Context: an optimization exercise on an open-source flow, tuned for small area. The choices shown serve that exercise and are no tape-out recipe.
The RTL was checked by simulation tests, not by an equivalence proof against the original design.

**flow/config.mk**
```make
export PLATFORM = sky130hd
export DESIGN_NAME = snn_block_top
export DESIGN_NICKNAME = snn_block_top
export VERILOG_FILES = /design/flow/design.v
export SDC_FILE = /design/flow/constraint.sdc
export NUM_CORES = 4
export LEC_CHECK = 0
export CAP_MARGIN = 20
export CORE_MARGIN = 2
export CORE_UTILIZATION = 40
export SLEW_MARGIN = 20
```
**flow/constraint.sdc**
```tcl
create_clock -name core_clock -period 25.0 [get_ports {CLK}]
set_input_delay 5.0000 -clock core_clock [delete_from_list [all_inputs] [get_ports {CLK}]]
set_output_delay 5.0000 -clock core_clock [all_outputs]
set_load 0.01 [all_outputs]
```
**flow/design.v**
```verilog
package snn_pkg;
	localparam int NUM_NEURONS = 16;	 
	localparam int NUM_ROWS = 8;		 
	localparam int DATA_W = 8;			 
	typedef logic signed [7:0] weight_t;
	typedef logic signed [11:0] sum_t;	 
	typedef logic [2:0] row_t;
	typedef logic [3:0] nidx_t;
	typedef logic [1:0] grp_code_t;		 
	typedef logic [3:0] block_id_t;
	typedef struct packed {
		logic valid;
		block_id_t id;
		grp_code_t grp;
		logic [3:0] rows_used;
		logic [5:0] outputs;
	} block_cfg_t;
	function automatic int group_size(grp_code_t code);
		group_size = 1 << code;
	endfunction
endpackage
`timescale 1ns/1ps
module weight_loader #(
	parameter int NEURONS = 16,
	parameter int ROWS = 8
) (
	input logic CLK,
	input logic RESET_N,
	input logic W_VALID,
	input snn_pkg::weight_t WEIGHT_IN,
	output logic W_REQUEST,
	output logic W_SET_DONE,
	output logic wr_en,
	output snn_pkg::row_t wr_row,
	output snn_pkg::nidx_t wr_neuron,
	output snn_pkg::weight_t wr_data
);
	logic last_wr;
	assign wr_en = W_VALID & ~W_SET_DONE;	 
	assign wr_data = WEIGHT_IN;
	assign last_wr = wr_en && (wr_neuron == snn_pkg::nidx_t'(NEURONS - 1))
		&& (wr_row == snn_pkg::row_t'(ROWS - 1));
	always_ff @(posedge CLK or negedge RESET_N) begin
		if (!RESET_N) begin
			wr_neuron <= '0;
			wr_row <= '0;
			W_SET_DONE <= 1'b0;
			W_REQUEST <= 1'b0;
		end else begin
			W_REQUEST <= ~(W_SET_DONE | last_wr);	 
			if (last_wr)
				W_SET_DONE <= 1'b1;
			if (wr_en) begin
				if (wr_neuron == snn_pkg::nidx_t'(NEURONS - 1)) begin
					wr_neuron <= '0;
					wr_row <= wr_row + 1'b1;
				end else begin
					wr_neuron <= wr_neuron + 1'b1;
				end
			end
		end
	end
endmodule
`timescale 1ns/1ps
module weight_mem #(
	parameter int NEURONS = 16,
	parameter int ROWS = 8
) (
	input logic CLK,
	input logic wr_en,
	input snn_pkg::row_t wr_row,
	input snn_pkg::nidx_t wr_neuron,
	input snn_pkg::weight_t wr_data,
	input snn_pkg::row_t rd_row,
	output snn_pkg::weight_t [NEURONS-1:0] rd_weights
);
	snn_pkg::weight_t [NEURONS-1:0] mem [ROWS];
	always_ff @(posedge CLK) begin
		if (wr_en)
			mem[wr_row][wr_neuron] <= wr_data;
		rd_weights <= mem[rd_row];	 
	end
endmodule
`timescale 1ns/1ps
module front_ctrl #(
	parameter int BLOCK_ID = 0,
	parameter int NEURONS = 16
) (
	input logic CLK,
	input logic RESET_N,
	input snn_pkg::block_cfg_t CFG,
	input logic START,
	input logic EN,
	input logic [snn_pkg::DATA_W-1:0] DATA_IN,
	output snn_pkg::row_t rd_row,
	output logic [NEURONS-1:0] spikes,
	output logic acc_en,
	output logic clear,
	output logic FRONT_DONE,
	output snn_pkg::grp_code_t grp_code,
	output logic [5:0] outputs
);
	logic [3:0] rows_used_q;
	logic [3:0] beat_cnt;		 
	logic armed;				 
	logic beat;
	logic v1;
	logic v1_last;
	logic [snn_pkg::DATA_W-1:0] d1;
	always_ff @(posedge CLK or negedge RESET_N) begin
		if (!RESET_N) begin
			grp_code <= '0;
			rows_used_q <= '0;
			outputs <= '0;
		end else if (CFG.valid && (CFG.id == snn_pkg::block_id_t'(BLOCK_ID))) begin
			grp_code <= CFG.grp;
			rows_used_q <= CFG.rows_used;
			outputs <= CFG.outputs;
		end
	end
	assign beat = EN & armed & ~START & ~FRONT_DONE & (beat_cnt < rows_used_q);
	assign rd_row = snn_pkg::row_t'(beat_cnt);	 
	assign clear = START;
	assign acc_en = v1;
	always_ff @(posedge CLK or negedge RESET_N) begin
		if (!RESET_N) begin
			armed <= 1'b0;
			beat_cnt <= '0;
			v1 <= 1'b0;
			v1_last <= 1'b0;
			FRONT_DONE <= 1'b0;
		end else begin
			v1 <= beat;
			v1_last <= beat && (beat_cnt + 4'd1 == rows_used_q);
			if (START) begin
				armed <= 1'b1;
				beat_cnt <= '0;
				FRONT_DONE <= 1'b0;
			end else begin
				if (beat)
					beat_cnt <= beat_cnt + 4'd1;
				if (v1_last)
					FRONT_DONE <= 1'b1;	 
			end
		end
	end
	always_ff @(posedge CLK) begin
		d1 <= DATA_IN;	 
	end
	always_comb begin
		for (int i = 0; i < NEURONS; i++)
			spikes[i] = d1[i & (snn_pkg::group_size(grp_code) - 1)];
	end
endmodule
`timescale 1ns/1ps
module neuron_array #(
	parameter int NEURONS = 16
) (
	input logic CLK,
	input logic RESET_N,
	input logic clear,
	input logic acc_en,
	input logic [NEURONS-1:0] spikes,
	input snn_pkg::weight_t [NEURONS-1:0] weights,
	output snn_pkg::sum_t [NEURONS-1:0] sums
);
	always_ff @(posedge CLK or negedge RESET_N) begin
		if (!RESET_N) begin
			sums <= '0;
		end else if (clear) begin
			sums <= '0;	 
		end else if (acc_en) begin
			for (int i = 0; i < NEURONS; i++) begin
				if (spikes[i])
					sums[i] <= sums[i] + snn_pkg::sum_t'(signed'(weights[i]));
			end
		end
	end
endmodule
`timescale 1ns/1ps
module spike_readout #(
	parameter int NEURONS = 16
) (
	input logic CLK,
	input logic RESET_N,
	input logic REQUEST,
	input logic FRONT_DONE,
	input snn_pkg::sum_t [NEURONS-1:0] sums,
	input snn_pkg::grp_code_t grp_code,
	input logic [5:0] outputs,
	output logic OUT_SPIKE,
	output logic OUT_SPIKE_VALID,
	output logic BACK_DONE
);
	localparam int MAX_GROUP = 8;	 
	localparam int GSUM_W = 12 + $clog2(MAX_GROUP);	 
	typedef enum logic [1:0] {ST_IDLE, ST_EMIT, ST_DONE} rd_state_t;
	rd_state_t state;
	snn_pkg::sum_t [NEURONS-1:0] cap_sums;
	snn_pkg::grp_code_t cap_grp;
	logic [5:0] out_cnt;
	logic [5:0] out_last;
	logic [5:0] out_lim;
	logic signed [GSUM_W-1:0] grp_sum;
	logic accept;
	assign accept = REQUEST & FRONT_DONE;
	always_comb begin
		int unsigned max_out;
		max_out = NEURONS >> grp_code;
		out_lim = (outputs > max_out) ? 6'(max_out) : outputs;
	end
	always_ff @(posedge CLK or negedge RESET_N) begin
		if (!RESET_N) begin
			state <= ST_IDLE;
			out_cnt <= '0;
			out_last <= '0;
			cap_grp <= '0;
		end else if (accept) begin
			cap_grp <= grp_code;
			out_cnt <= '0;
			out_last <= out_lim - 6'd1;
			state <= (out_lim == '0) ? ST_DONE : ST_EMIT;
		end else if (state == ST_EMIT) begin
			out_cnt <= out_cnt + 6'd1;
			if (out_cnt == out_last)
				state <= ST_DONE;
		end
	end
	always_ff @(posedge CLK) begin
		if (accept)
			cap_sums <= sums;	 
	end
	always_comb begin
		int unsigned gs;
		int unsigned base;
		gs = snn_pkg::group_size(cap_grp);
		base = out_cnt << cap_grp;
		grp_sum = '0;
		for (int unsigned k = 0; k < MAX_GROUP; k++) begin
			if ((k < gs) && (base + k < NEURONS))
				grp_sum += GSUM_W'(signed'(cap_sums[base + k]));
		end
	end
	assign OUT_SPIKE_VALID = (state == ST_EMIT);
	assign OUT_SPIKE = OUT_SPIKE_VALID & ~grp_sum[GSUM_W-1];	 
	assign BACK_DONE = (state == ST_DONE);
endmodule
`timescale 1ns/1ps
module snn_block_top #(
	parameter int BLOCK_ID = 0,
	parameter int NEURONS = snn_pkg::NUM_NEURONS,
	parameter int ROWS = snn_pkg::NUM_ROWS
) (
	input logic CLK,
	input logic RESET_N,
	input logic [16:0] CFG,			 
	input logic W_VALID,
	input logic [7:0] WEIGHT_IN,		 
	output logic W_REQUEST,
	output logic W_SET_DONE,
	input logic START,
	input logic EN,
	input logic [snn_pkg::DATA_W-1:0] DATA_IN,
	input logic REQUEST,
	output logic FRONT_DONE,
	output logic OUT_SPIKE,
	output logic OUT_SPIKE_VALID,
	output logic BACK_DONE
);
	logic wr_en;
	snn_pkg::row_t wr_row;
	snn_pkg::nidx_t wr_neuron;
	snn_pkg::weight_t wr_data;
	snn_pkg::row_t rd_row;
	snn_pkg::weight_t [NEURONS-1:0] rd_weights;	 
	logic [NEURONS-1:0] spikes;
	logic acc_en;
	logic clear;
	snn_pkg::grp_code_t grp_code;
	logic [5:0] outputs;
	snn_pkg::sum_t [NEURONS-1:0] sums;
	weight_loader #(.NEURONS(NEURONS), .ROWS(ROWS)) i_loader (
		.CLK(CLK), .RESET_N(RESET_N), .W_VALID(W_VALID), .WEIGHT_IN(WEIGHT_IN),
		.W_REQUEST(W_REQUEST), .W_SET_DONE(W_SET_DONE), .wr_en(wr_en),
		.wr_row(wr_row), .wr_neuron(wr_neuron), .wr_data(wr_data)
	);
	weight_mem #(.NEURONS(NEURONS), .ROWS(ROWS)) i_mem (
		.CLK(CLK), .wr_en(wr_en), .wr_row(wr_row), .wr_neuron(wr_neuron),
		.wr_data(wr_data), .rd_row(rd_row), .rd_weights(rd_weights)
	);
	front_ctrl #(.BLOCK_ID(BLOCK_ID), .NEURONS(NEURONS)) i_front (
		.CLK(CLK), .RESET_N(RESET_N), .CFG(CFG), .START(START), .EN(EN),
		.DATA_IN(DATA_IN), .rd_row(rd_row), .spikes(spikes), .acc_en(acc_en),
		.clear(clear), .FRONT_DONE(FRONT_DONE), .grp_code(grp_code), .outputs(outputs)
	);
	neuron_array #(.NEURONS(NEURONS)) i_neurons (
		.CLK(CLK), .RESET_N(RESET_N), .clear(clear), .acc_en(acc_en),
		.spikes(spikes), .weights(rd_weights), .sums(sums)
	);
	spike_readout #(.NEURONS(NEURONS)) i_readout (
		.CLK(CLK), .RESET_N(RESET_N), .REQUEST(REQUEST), .FRONT_DONE(FRONT_DONE),
		.sums(sums), .grp_code(grp_code), .outputs(outputs), .OUT_SPIKE(OUT_SPIKE),
		.OUT_SPIKE_VALID(OUT_SPIKE_VALID), .BACK_DONE(BACK_DONE)
	);
endmodule
```
**flow/run.sh**
```bash
#!/bin/bash
# synth_recipe.tcl (not shown) runs the flow's synth.tcl, then flattens the netlist and writes it again
# the make line also repeats each setting of config.mk as NAME=value (left out here)
make -C /OpenROAD-flow-scripts/flow DESIGN_CONFIG=/design/flow/config.mk WORK_HOME=/design/flow/orfs CLKGATE_MAP_FILE= SYNTH_SCRIPT=/design/flow/synth_recipe.tcl finish
```
==> flow_summary_export.csv <==
group,metric,value,unit
place,dp_hpwl,328000,µm
synthesis,postSynthAreaPerCell,10.9,µm²
layout,drive_gt1_share,15.6,%
clocking,cts.clk_slew.worst_paths,0.06,ns
synthesis,synth_area_leaders,"edfxtp_1 (37%), mux4_2 (11%), dfrtp_1 (6.0%)",
layout,finalInstanceArea,110000,µm²
synthesis,async_reset_ff_share,14.9,%
critical_path,worstSetupEndpointType,"output pin",
synthesis,yosysTopAreaCell,"edfxtp_1",
routing,viasPerCell,6.63,
clocking,cts-root-buf,"clkbuf_16",
critical_path,reg2reg_slack,20.48,ns
flow_run,drv_cap,0,
timing,post-route-period-util,93.3,%
layout,final.fill_count,22443,
synthesis,synth_ff_type,"edfxtp_1",
clocking,hold_buffers,0,
clocking,cts_buffers,166,
clocking,cts_tree,"built",
place,portBuffers,44,
critical_path,path_max_fanout,25,
layout,utilization,44.7,%
floorplan,die_x,501,µm
critical_path,worstPathRequired,20.00,ns
global_route,grt_max_degree,115,
routing,dr_wl_met2,194000,µm
floorplan,die_h,501,µm
synthesis,syn_inst,9053,
timing,finalSetupTns,0,ns
routing,wl_met1,167000,µm
global_route,grt_pass1_wl,624000,µm
timing,skew,0.0628,ns
synthesis,synth_nets,9473,
synthesis,yosysSeqAreaShare,45.7,%
routing,post-route-drc-count,0,
global_route,grt_pass1_vias,77716,
global_route,grt_overflow,0,
layout,layout.nets,9406,
timing,worstMarginPinSlew,1.28,ns
global_route,grt.total_usage,35.4,%
synthesis,synth_edf_count,1216,
min_path,min_path_type,"reg -> reg",
timing,setup-violations-final,0,
routing,routed.top_layer,"met5",
routing,drtIter0Drc,11832,
synthesis,synth.top_cell.area_share,37.0,%
clocking,cts_sinks,1589,
global_route,antenna_found_initial,37,
timing,layout_min_cycle_time,23.32,ns
routing,totalWireLength,453000,µm
timing,maxSlewHeadroom,13.9,%
critical_path,cp.arrival,18.32,ns
clocking,post_cts_buffers,0,
routing,wl_met3,48000,µm
min_path,hold_depth,2,
timing,timing.fmax,42.9,MHz
synthesis,synth_warnings,5,
floorplan,initial_core_util,40.2,%
clocking,ctsLongestPathBuffers,3,
timing,hold_violations,0,
layout,areaGrowthSynthToFinish,11.1,%
critical_path,timing.rr.start,"i_front.FRONT_DONE",
critical_path,timing.rr.end,"i_readout.cap_sums[175]",
place,place_area,104000,µm²
floorplan,dieArea,251000,µm²
critical_path,rr_worst_depth,4,
place,finalWeightedCongestion,1.13,
floorplan,ios,45,
clocking,htreeDepth,4,
critical_path,critPathLaunchType,"flip-flop",
clocking,clk_latency,0.85,ns
floorplan,core,246000,µm²
outcome,status,"complete, no violations",
synthesis,synth_cell_type_count,100,
synthesis,synth_area,98800,µm²
routing,post_drt_wl_per_cell,36.6,µm
floorplan,core.rowCount,182,
place,placed_cells,12036,
min_path,min_to,"i_front.FRONT_DONE",
min_path,hold_start,"i_front.v1_last",
critical_path,path_class,"reg -> out",
timing,rsz0062_at_grt,"false",
layout,final_cells,12375,
synthesis,ys_ff_latch,1589,
critical_path,critPathSlowestCell,"dfrtp_1",
routing,vias,82054,
timing,slew_viol_final,0,
clocking,ctsResizeCount,0,
routing,drt-pass1-iter-count,12,
routing,ant_nets,0,
critical_path,cp_slowest_stage_delay,1.02,ns
-- cell usage after synthesis, types with 21 or more instances --
master / number
edfxtp_1: 1216
nand2_1: 1040
a21oi_1: 835
nor2_1: 778
mux4_2: 498
clkbuf_1: 430
o21ai_0: 359
ha_1: 355
mux2i_1: 312
inv_1: 259
xnor2_1: 239
dfrtp_1: 237
mux2_2: 169
nand3_1: 153
dfxtp_1: 136
nor3_1: 134
o22ai_1: 126
buf_1: 123
o21bai_1: 114
a22o_1: 103
a211oi_1: 100
a31oi_1: 99
xor2_1: 86
a21o_1: 80
buf_2: 77
and2_1: 74
a22oi_1: 59
o211ai_1: 57
and3_1: 49
nor2b_1: 43
o21a_1: 39
o21ai_1: 38
nand2b_1: 37
a311oi_1: 34
nand4_1: 34
a2111oi_0: 33
a21boi_0: 32
a32oi_1: 32
nor4_1: 27
fa_1: 26
or3_1: 26
a221oi_1: 24
nand3b_1: 22
or2_2: 21
-- worst max-delay path by stage --
stage,from,end,depth (start not counted)
2_1_floorplan,i_readout.cap_grp[0],OUT_SPIKE,76
3_3_place_gp,i_readout.cap_grp[0],OUT_SPIKE,66
3_5_place_dp,i_readout.cap_grp[0],OUT_SPIKE,62
4_1_cts,i_readout.cap_grp[0],OUT_SPIKE,62
5_1_grt,i_readout.cap_grp[0],OUT_SPIKE,67
6_report,i_readout.cap_grp[0],OUT_SPIKE,63
-- final cells by class --
cell class	count	area [µm²]	area share [%]
clock buffers	240	4630	4.22
inverters	266	1020	0.932
flip-flops and latches	1589	45200	41.2
well taps	3220	4030	3.67
diodes	23	57.6	0.0525
multi-input cells	6552	50600	46.1
clock inverters	74	947	0.863
repair buffers	411	3290	3.00
-- registers in the layout (all words and copies together) (netlist names), 2 cells and up --
name	cells
i_readout.cap_sums	192
i_readout.state	2
i_readout.out_cnt	6
i_front.rows_used_q	4
i_readout.out_last	6
i_neurons.sums	192
i_readout.cap_grp	2
i_mem.rd_weights	128
i_front.outputs	6
i_mem.mem	1024
i_loader.wr_row	3
i_loader.wr_neuron	4
i_front.beat_cnt	4
i_front.grp_code	2
i_front.d1	8
-- logic make-up after synthesis --
| logic type | after synthesis | synth area share, % |
|---|---|---|
| and+or+nand+nor | 2489 | 10.9 |
| AOI/OAI and AO/OA | 2375 | 15.3 |
| DFF | 1589 | 45.7 |
| muxes | 979 | 16.4 |
| buffers and inverters | 912 | 3.64 |
| adders and majority gates | 381 | 5.02 |
| xor gates and xnor gates | 328 | 2.95 |
-- layout by cell type (no fill, tap or decap), types with 29 or more instances in the layout --
cell / n
a31oi_1: 98
nand2_1: 1038
inv_1: 255
a311oi_1: 32
and2_1: 72
a32oi_1: 32
dfxtp_1: 136
a2111oi_0: 32
a21o_1: 80
a22oi_1: 59
mux4_2: 498
clkdlybuf4s50_1: 42
nor3_1: 127
o21a_1: 38
ha_1: 353
o21bai_1: 114
clkbuf_1: 55
nand4_1: 34
and3_1: 49
o21ai_1: 44
a21boi_0: 29
o211ai_1: 57
mux2_2: 169
xnor2_1: 222
o21ai_0: 351
nor2_1: 763
mux2i_1: 303
dfrtp_1: 232
xor2_1: 79
a211oi_1: 100
clkinv_2: 29
edfxtp_1: 1216
a22o_1: 103
nor2b_1: 43
o22ai_1: 126
clkbuf_16: 168
buf_4: 360
nand2b_1: 35
nand3_1: 152
a21oi_1: 829
-- through the flow --
stage | hold slack (ns) | setup slack [ns]
after CTS | 0.452 | 1.91
after floorplan | 0.434 | 4.82
after global placement | 0.441 | 3.11
after detailed placement | 0.455 | 2.96
after global routing | 0.471 | 0.703
final | 0.452 | 1.68
-- routing by layer --
layer	up-vias	track usage, %
met2	5224	52.3
met5	-	0
met4	14	27.3
li1	34231	-
met3	1571	11.1
met1	41014	43.2
-- worst max-delay path, delay by kind of cell (launching register included) --
kind	cells	cell delay, ns
and+or+nand+nor	17	2.96
AOI/OAI and AO/OA	22	6.07
buffers and inverters	5	2.06
muxes	3	0.81
xor gates and xnor gates	7	1.23
DFF	1	1.02
adders and majority gates	9	3.28

==> what the ideal ports hide <==
In the flow no input, the clock included, has a driving cell. The finished layout below was timed again as built, in two steps. Step 1: set_driving_cell puts a clkbuf_16 on CLK and a buf_2 on each other input, an assumption about the parent block. Step 2 moves the port delays by t, midway between the first and last clock arrival at a register: inputs arrive t later, outputs are due t later. That takes back most of the time a late clock gives input paths. Slacks: ideal ports / drivers / drivers and shift; pairs: ideal ports / drivers.
t, ns: 0.918
setup slack, ns: 1.683 / 1.592 / 2.510
clock arrival spread, ns: 0.078 / 0.078
After both steps this run still meets setup and hold. For this run, drivers alone change the setup slack by -0.091 ns; drivers and shift together by +0.827 ns.
